Source: an optimization exercise on an open RTL-to-GDS flow (aim: small area, a short achievable clock period and few clock cycles per item). Production flows keep margins and buffers that such runs may drop. The RTL was checked by simulation tests, not by an equivalence proof against the original design.

===== run.sh =====
#!/bin/bash
# synth_recipe.tcl (not shown) runs the flow's synth.tcl, then flattens the netlist and writes it again
# the make line also repeats each setting of config.mk as NAME=value (left out here)
make -C /OpenROAD-flow-scripts/flow DESIGN_CONFIG=/design/flow/config.mk WORK_HOME=/design/flow/orfs CLKGATE_MAP_FILE= SYNTH_SCRIPT=/design/flow/synth_recipe.tcl finish

===== config.mk =====
export PLATFORM = sky130hd
export DESIGN_NAME = laser_sched
export DESIGN_NICKNAME = laser_sched
export VERILOG_FILES = /design/flow/design.v
export SDC_FILE = /design/flow/constraint.sdc
export NUM_CORES = 4
export LEC_CHECK = 0
export CAP_MARGIN = 20
export CORE_MARGIN = 2
export CORE_UTILIZATION = 40
export SLEW_MARGIN = 20

===== constraint.sdc =====
create_clock -name core_clock -period 35.0 [get_ports {CLK}]
set_input_delay 7.0000 -clock core_clock [delete_from_list [all_inputs] [get_ports {CLK}]]
set_output_delay 7.0000 -clock core_clock [all_outputs]
set_load 0.01 [all_outputs]

===== design.v =====
module laser_sched (
   input  logic       CLK,
   input  logic       RST,
   input  logic [3:0] X,
   input  logic [3:0] Y,
   output logic [3:0] C1X,
   output logic [3:0] C1Y,
   output logic [3:0] C2X,
   output logic [3:0] C2Y,
   output logic       DONE
);
   localparam int NPTS = 40;
   logic [7:0]      pts [NPTS];
   logic [NPTS-1:0] u;
   logic            loading;
   logic            pre;
   logic            scanning;
   logic            done_r;
   logic [5:0]      idx;
   logic            which;       
   logic [3:0]      cy;
   logic [3:0]      pass;
   logic [5:0]      prev;
   logic [5:0]      best;        
   logic [7:0]      best_idx;
   logic [7:0]      c1;
   logic [7:0]      c2;
   function automatic logic [8:0] interval(input logic [3:0] row, input logic [7:0] pt);
      logic [4:0] d;
      logic [2:0] h;
      logic       v;
      logic [4:0] lo;
      logic [4:0] hi;
      d = {1'b0, row} - {1'b0, pt[7:4]};
      case (d)
         5'd0:                     begin h = 3'd4; v = 1'b1; end
         5'd1, 5'd2, 5'd31, 5'd30: begin h = 3'd3; v = 1'b1; end
         5'd3, 5'd29:              begin h = 3'd2; v = 1'b1; end
         5'd4, 5'd28:              begin h = 3'd0; v = 1'b1; end
         default:                  begin h = 3'd0; v = 1'b0; end
      endcase
      lo = {1'b0, pt[3:0]} - {2'b0, h};
      hi = {1'b0, pt[3:0]} + {2'b0, h};
      interval = {v, lo[4] ? 4'd0 : lo[3:0], hi[4] ? 4'd15 : hi[3:0]};
   endfunction
   logic [7:0]      other;
   logic [3:0]      row;
   logic [NPTS-1:0] unew;
   logic [15:0]     m [NPTS];
   logic [5:0]      s [16];
   logic [5:0]      ucnt;
   assign other = which ? c1 : c2;
   assign row   = pre ? other[7:4] : cy;
   always_comb begin
      for (int i = 0; i < NPTS; i++) begin
         logic [8:0] iv;
         logic       en;
         iv      = interval(row, pts[i]);
         unew[i] = iv[8] && (other[3:0] >= iv[7:4]) && (other[3:0] <= iv[3:0]);
         en      = iv[8] && !u[i];
         for (int cx = 0; cx < 16; cx++) begin
            m[i][cx] = en && (4'(cx) >= iv[7:4]) && (4'(cx) <= iv[3:0]);
         end
      end
   end
   for (genvar cx = 0; cx < 16; cx++) begin : g_col
      logic [NPTS-1:0] colbits;
      for (genvar i = 0; i < NPTS; i++) begin : g_bit
         assign colbits[i] = m[i][cx];
      end
      laser_sched_pc40 u_pc (.b(colbits), .s(s[cx]));
   end
   laser_sched_pc40 u_ucnt (.b(u), .s(ucnt));
   logic [5:0] l1s [8];
   logic [3:0] l1i [8];
   logic [5:0] l2s [4];
   logic [3:0] l2i [4];
   logic [5:0] l3s [2];
   logic [3:0] l3i [2];
   logic [5:0] rmax;
   logic [3:0] rarg;
   always_comb begin
      for (int k = 0; k < 8; k++) begin
         if (s[2*k+1] > s[2*k]) begin l1s[k] = s[2*k+1]; l1i[k] = 4'(2*k+1); end
         else                   begin l1s[k] = s[2*k];   l1i[k] = 4'(2*k);   end
      end
      for (int k = 0; k < 4; k++) begin
         if (l1s[2*k+1] > l1s[2*k]) begin l2s[k] = l1s[2*k+1]; l2i[k] = l1i[2*k+1]; end
         else                       begin l2s[k] = l1s[2*k];   l2i[k] = l1i[2*k];   end
      end
      for (int k = 0; k < 2; k++) begin
         if (l2s[2*k+1] > l2s[2*k]) begin l3s[k] = l2s[2*k+1]; l3i[k] = l2i[2*k+1]; end
         else                       begin l3s[k] = l2s[2*k];   l3i[k] = l2i[2*k];   end
      end
      if (l3s[1] > l3s[0]) begin rmax = l3s[1]; rarg = l3i[1]; end
      else                 begin rmax = l3s[0]; rarg = l3i[0]; end
   end
   logic       upd;
   logic [5:0] nbest;
   logic [7:0] nidx;
   logic [5:0] total;
   assign upd   = rmax > best;
   assign nbest = upd ? rmax : best;
   assign nidx  = upd ? {cy, rarg} : best_idx;
   assign total = nbest + ucnt;
   always_ff @(posedge CLK) begin
      pts[0] <= loading ? {Y, X} : pts[NPTS-1];
      u[0]   <= pre ? unew[NPTS-1] : u[NPTS-1];
      for (int i = 1; i < NPTS; i++) begin
         pts[i] <= pts[i-1];
         u[i]   <= pre ? unew[i-1] : u[i-1];
      end
   end
   always_ff @(posedge CLK) begin
      if (RST) begin
         loading  <= 1'b1;
         pre      <= 1'b0;
         scanning <= 1'b0;
         done_r   <= 1'b0;
         idx      <= '0;
      end else if (loading) begin
         if (idx == 6'(NPTS - 1)) begin
            loading <= 1'b0;
            pre     <= 1'b1;
            idx     <= '0;
         end else begin
            idx <= idx + 6'd1;
         end
      end else if (pre) begin
         pre      <= 1'b0;
         scanning <= 1'b1;
      end else if (scanning) begin
         if (cy == 4'd15) begin
            scanning <= 1'b0;
            if (!which) begin
               if (pass != 4'd1 && nidx == c1) done_r <= 1'b1;
               else                            pre    <= 1'b1;
            end else begin
               if (total <= prev || pass == 4'd8) done_r <= 1'b1;
               else                                pre    <= 1'b1;
            end
         end
      end else if (done_r) begin
         done_r  <= 1'b0;
         loading <= 1'b1;
      end
   end
   always_ff @(posedge CLK) begin
      if (loading) begin
         which    <= 1'b0;
         cy       <= '0;
         pass     <= 4'd1;
         prev     <= '0;
         best     <= '0;
         best_idx <= '0;
         c1       <= '0;
         c2       <= '0;
      end else if (scanning) begin
         cy <= cy + 4'd1;
         if (cy != 4'd15) begin
            best     <= nbest;
            best_idx <= nidx;
         end else begin
            best     <= '0;
            best_idx <= '0;
            if (!which) begin
               c1    <= nidx;
               which <= 1'b1;
            end else begin
               c2    <= nidx;
               which <= 1'b0;
               prev  <= total;
               pass  <= pass + 4'd1;
            end
         end
      end
   end
   assign DONE = done_r;
   assign C1X  = c1[3:0];
   assign C1Y  = c1[7:4];
   assign C2X  = c2[3:0];
   assign C2Y  = c2[7:4];
endmodule
module laser_sched_pc40 (input logic [39:0] b, output logic [5:0] s);
   logic t0s, t0c, t1s, t1c, t2s, t2c, t3s, t3c, t4s, t4c, t5s, t5c, t6s, t6c, t7s, t7c, t8s, t8c, t9s, t9c, t10s, t10c, t11s, t11c, t12s, t12c, t13s, t13c, t14s, t14c, t15s, t15c, t16s, t16c, t17s, t17c, t18s, t18c, t19s, t19c, t20s, t20c, t21s, t21c, t22s, t22c, t23s, t23c, t24s, t24c, t25s, t25c, t26s, t26c, t27s, t27c, t28s, t28c, t29s, t29c, t30s, t30c, t31s, t31c, t32s, t32c, t33s, t33c, t34s, t34c, t35s, t35c, t36s, t36c, t37s, t37c;
   assign t0s = b[0] ^ b[1] ^ b[2];
   assign t0c = (b[0] & b[1]) | (b[0] & b[2]) | (b[1] & b[2]);
   assign t1s = b[3] ^ b[4] ^ b[5];
   assign t1c = (b[3] & b[4]) | (b[3] & b[5]) | (b[4] & b[5]);
   assign t2s = b[6] ^ b[7] ^ b[8];
   assign t2c = (b[6] & b[7]) | (b[6] & b[8]) | (b[7] & b[8]);
   assign t3s = b[9] ^ b[10] ^ b[11];
   assign t3c = (b[9] & b[10]) | (b[9] & b[11]) | (b[10] & b[11]);
   assign t4s = b[12] ^ b[13] ^ b[14];
   assign t4c = (b[12] & b[13]) | (b[12] & b[14]) | (b[13] & b[14]);
   assign t5s = b[15] ^ b[16] ^ b[17];
   assign t5c = (b[15] & b[16]) | (b[15] & b[17]) | (b[16] & b[17]);
   assign t6s = b[18] ^ b[19] ^ b[20];
   assign t6c = (b[18] & b[19]) | (b[18] & b[20]) | (b[19] & b[20]);
   assign t7s = b[21] ^ b[22] ^ b[23];
   assign t7c = (b[21] & b[22]) | (b[21] & b[23]) | (b[22] & b[23]);
   assign t8s = b[24] ^ b[25] ^ b[26];
   assign t8c = (b[24] & b[25]) | (b[24] & b[26]) | (b[25] & b[26]);
   assign t9s = b[27] ^ b[28] ^ b[29];
   assign t9c = (b[27] & b[28]) | (b[27] & b[29]) | (b[28] & b[29]);
   assign t10s = b[30] ^ b[31] ^ b[32];
   assign t10c = (b[30] & b[31]) | (b[30] & b[32]) | (b[31] & b[32]);
   assign t11s = b[33] ^ b[34] ^ b[35];
   assign t11c = (b[33] & b[34]) | (b[33] & b[35]) | (b[34] & b[35]);
   assign t12s = b[36] ^ b[37] ^ b[38];
   assign t12c = (b[36] & b[37]) | (b[36] & b[38]) | (b[37] & b[38]);
   assign t13s = t0s ^ t1s ^ t2s;
   assign t13c = (t0s & t1s) | (t0s & t2s) | (t1s & t2s);
   assign t14s = t3s ^ t4s ^ t5s;
   assign t14c = (t3s & t4s) | (t3s & t5s) | (t4s & t5s);
   assign t15s = t6s ^ t7s ^ t8s;
   assign t15c = (t6s & t7s) | (t6s & t8s) | (t7s & t8s);
   assign t16s = t9s ^ t10s ^ t11s;
   assign t16c = (t9s & t10s) | (t9s & t11s) | (t10s & t11s);
   assign t17s = t0c ^ t1c ^ t2c;
   assign t17c = (t0c & t1c) | (t0c & t2c) | (t1c & t2c);
   assign t18s = t3c ^ t4c ^ t5c;
   assign t18c = (t3c & t4c) | (t3c & t5c) | (t4c & t5c);
   assign t19s = t6c ^ t7c ^ t8c;
   assign t19c = (t6c & t7c) | (t6c & t8c) | (t7c & t8c);
   assign t20s = t9c ^ t10c ^ t11c;
   assign t20c = (t9c & t10c) | (t9c & t11c) | (t10c & t11c);
   assign t21s = t13s ^ t14s ^ t15s;
   assign t21c = (t13s & t14s) | (t13s & t15s) | (t14s & t15s);
   assign t22s = t16s ^ t12s ^ b[39];
   assign t22c = (t16s & t12s) | (t16s & b[39]) | (t12s & b[39]);
   assign t23s = t13c ^ t14c ^ t15c;
   assign t23c = (t13c & t14c) | (t13c & t15c) | (t14c & t15c);
   assign t24s = t16c ^ t17s ^ t18s;
   assign t24c = (t16c & t17s) | (t16c & t18s) | (t17s & t18s);
   assign t25s = t19s ^ t20s ^ t12c;
   assign t25c = (t19s & t20s) | (t19s & t12c) | (t20s & t12c);
   assign t26s = t17c ^ t18c ^ t19c;
   assign t26c = (t17c & t18c) | (t17c & t19c) | (t18c & t19c);
   assign t27s = t21s ^ t22s;
   assign t27c = t21s & t22s;
   assign t28s = t21c ^ t22c ^ t23s;
   assign t28c = (t21c & t22c) | (t21c & t23s) | (t22c & t23s);
   assign t29s = t23c ^ t24c ^ t25c;
   assign t29c = (t23c & t24c) | (t23c & t25c) | (t24c & t25c);
   assign t30s = t27c ^ t28s ^ t24s;
   assign t30c = (t27c & t28s) | (t27c & t24s) | (t28s & t24s);
   assign t31s = t28c ^ t29s ^ t26s;
   assign t31c = (t28c & t29s) | (t28c & t26s) | (t29s & t26s);
   assign t32s = t30s ^ t25s;
   assign t32c = t30s & t25s;
   assign t33s = t30c ^ t31s ^ t20c;
   assign t33c = (t30c & t31s) | (t30c & t20c) | (t31s & t20c);
   assign t34s = t31c ^ t29c ^ t26c;
   assign t34c = (t31c & t29c) | (t31c & t26c) | (t29c & t26c);
   assign t35s = t32c ^ t33s;
   assign t35c = t32c & t33s;
   assign t36s = t35c ^ t33c ^ t34s;
   assign t36c = (t35c & t33c) | (t35c & t34s) | (t33c & t34s);
   assign t37s = t36c ^ t34c;
   assign t37c = t36c & t34c;
   assign s[0] = t27s;
   assign s[1] = t32s;
   assign s[2] = t35s;
   assign s[3] = t36s;
   assign s[4] = t37s;
   assign s[5] = t37c;
endmodule

==> run summary <==
==> state kept, by name, summed over array words and instances (netlist names) <==
name / count
pass: 4
prev: 6
scanning: 1
which: 1
best: 6
cy: 4
idx: 6
pre: 1
pts: 320
loading: 1
u: 40
done_r: 1
c1: 8
c2: 8
best_idx: 8
==> cell type report <==
type	count	area (µm²)
fill	15700	90100
clock inverter	19	215
tap	2072	2590
multi-input combinational	5731	50700
timing repair buffer	54	483
sequential	415	8310
antenna	1	2.50
clock buffer	78	1620
inverter	1252	4700
==> Yosys cell counts, types with 97 or more instances <==
library cell	n
fa_1	699
ha_1	1021
nor3_1	257
xnor2_1	100
nor2b_1	208
a21o_1	195
a21oi_1	472
o21ai_0	266
clkbuf_1	119
nand2_1	440
o211ai_1	97
dfxtp_1	415
nand2b_1	169
a211oi_1	104
inv_1	1250
nor2_1	565
==> metal layers <==
layer	global-route usage [%]	share of wire (%)	up-vias
li1	-	-	25500
met1	35.0	43	26200
met2	43.7	45	1860
met3	3.63	5.9	424
met4	14.3	6.2	0
met5	0	0	-
==> path summary, 6_finish.rpt <==
| kind | from | endpoint | slack, ns | cells past startpoint |
|---|---|---|---|---|
| min | pts[20][5]$_DFF_P_ | pts[21][5]$_DFF_P_ | 0.35 | 0 |
| max reg2reg | pre$_SDFFE_PP0P_ | pre$_SDFFE_PP0P_ | 13.10 | 75 |
| max | pre$_SDFFE_PP0P_ | pre$_SDFFE_PP0P_ | 13.10 | 75 |
| min reg2reg | pts[20][5]$_DFF_P_ | pts[21][5]$_DFF_P_ | 0.35 | 0 |
==> logic make-up after synthesis <==
logic type	count (synthesis)	synth area share, %
AO/OA/AOI/OAI	1671	17.3
XOR/XNOR	173	2.38
adder cells (fa/ha/maj)	1722	41.8
buffers and inverters	1381	8.10
flip-flops	415	13.0
multiplexers	118	1.94
AND/OR/NAND/NOR	2047	15.5
==> through the flow <==
stage	hold WS [ns]	cells	worst slack, ns
floorplan	0.329	7527	9.81
finish	0.349	9622	13.10
CTS	0.352	9621	13.28
global route	0.353	9621	11.65
global placement	0.336	9524	13.67
detailed placement	0.337	9524	13.29
==> results.sh <==
export IMPL_status="timing/DRC/antenna clean"
export IMPL_cts_reportedPaths_clkPinSlew_ns=0.06
export IMPL_cp_common_cell="ha_1"
export IMPL_relSlewSlack_pct=37.6
export IMPL_arrival_ns=22.44
export IMPL_dp_hpwl_um=189000
export IMPL_maxCapViolCount=0
export IMPL_max_freq_mhz=45.7
export IMPL_synth_area_mm2=0.0641
export IMPL_cts_resized_gates=0
export IMPL_tns_ns=0
export IMPL_wl_per_cell_um=23.1
export IMPL_grt_pass1_wl_um=333000
export IMPL_io_pins=27
export IMPL_routed_wl_um=222000
export IMPL_nets=9240
export IMPL_postSynthCellCount=7527
export IMPL_die_y_um=404
export IMPL_tritoncts="built"
export IMPL_period_share_pct=62.6
export IMPL_worstMarginPinSlew_ns=0.925
export IMPL_clk_latency_ns=0.67
export IMPL_skew_ns=0.0368
export IMPL_synth_edf_count=0
export IMPL_synth_cell_types=90
export IMPL_cts_setup_buffers=0
export IMPL_finalWeightedCongestion=1.07
export IMPL_synth_nets=9257
export IMPL_synth_seq_cells=415
export IMPL_core_area_mm2=0.159
export IMPL_dpl_cell_area_mm2=0.0668
export IMPL_netlist_top_cells_area="fa_1 (22%), ha_1 (20%), dfxtp_1 (13%)"
export IMPL_initial_utilization_pct=40.4
export IMPL_rsz0062_at_grt="false"
export IMPL_min_period_ns=21.90
export IMPL_crit_required_ns=35.55
export IMPL_final_cell_area_mm2=0.0686
export IMPL_via_count=53900
export IMPL_slowest_delay_ns=0.73
export IMPL_antenna_found_initial=2
export IMPL_path_class="flip-flop to flip-flop"
export IMPL_hold_path_class="flip-flop to flip-flop"
export IMPL_synth_area_leader_cell="fa_1"
export IMPL_hold_violations=0
export IMPL_worstSetupEndpointType="flip-flop"
export IMPL_critPathBufInv=11
export IMPL_syn_area_per_cell_um2=8.52
export IMPL_cts_sinks=415
export IMPL_synth_ff_type="dfxtp_1"
export IMPL_grt_pass1_vias=53800
export IMPL_setup_viol_count_final=0
export IMPL_die_w_um=404
export IMPL_overflow=0
export IMPL_slew_violations=0
export IMPL_utilization_pct=43.2
export IMPL_cts_buffers=56
export IMPL_crit_fanout=35
export IMPL_final_cell_mix="inv_1 (1,250), ha_1 (1,021), fa_1 (699)"
export IMPL_dr_pass1_iters=6
export IMPL_crit_family="compound AO/OA/AOI/OAI gates"
export IMPL_root_buffer="clkbuf_16"
export IMPL_h_tree_depth=2
export IMPL_ys_seq_area_share_pct=13.0
export IMPL_dr_first_iter_drc_count=4911
export IMPL_drive_above_1_share_pct=3.66
export IMPL_layout_commonest_cell="inv_1"
export IMPL_grt_usage_pct=27.0
export IMPL_syn_to_final_growth_pct=7.05
export IMPL_start_kind="flip-flop"
export IMPL_cts_max_path_buffers=3
export IMPL_hold_buffers=0
export IMPL_grt_max_degree=72
export IMPL_num_rows=146
export IMPL_viasPerCell=5.61
export IMPL_final_antenna_net_count=0
export IMPL_design_die_area_mm2=0.163
export IMPL_worst_path_max_delay_cell="nor3b_1"
export IMPL_drc=0
export IMPL_synth_top_area_share_pct=21.8
export IMPL_io_buffers=26
export IMPL_ys_warn_count=18
export IMPL_async_flop_share_pct=0
Testbench counts, summed over its fixed seeds: cycles 7,836, jobs 80.

[port drivers added, routing unchanged]
Ports are ideal in the flow. The routed layout listed here was re-timed in OpenROAD.
Step 1 sets driving cells, clkbuf_16 on the clock port and buf_2 on the other inputs (assumed; they add their load-dependent delay and slew).
Step 2 adds t to the input delays and takes it off the output delays; t is the mean of the earliest and latest rising clock arrival at the registers after step 1. Input paths then give back, and output paths get back, about the clock's delay inside the block.
Slacks: ideal / step 1 / step 2; pairs: ideal / step 1.
t (ns): 0.732
setup WS [ns]: 13.105 / 13.105 / 13.105
worst setup path after step 2: register to register
pins driven straight from the clock port: 1
After both steps this run still meets setup and hold. For this run, drivers alone change the setup slack by 0.000 ns; drivers and shift together by 0.000 ns.
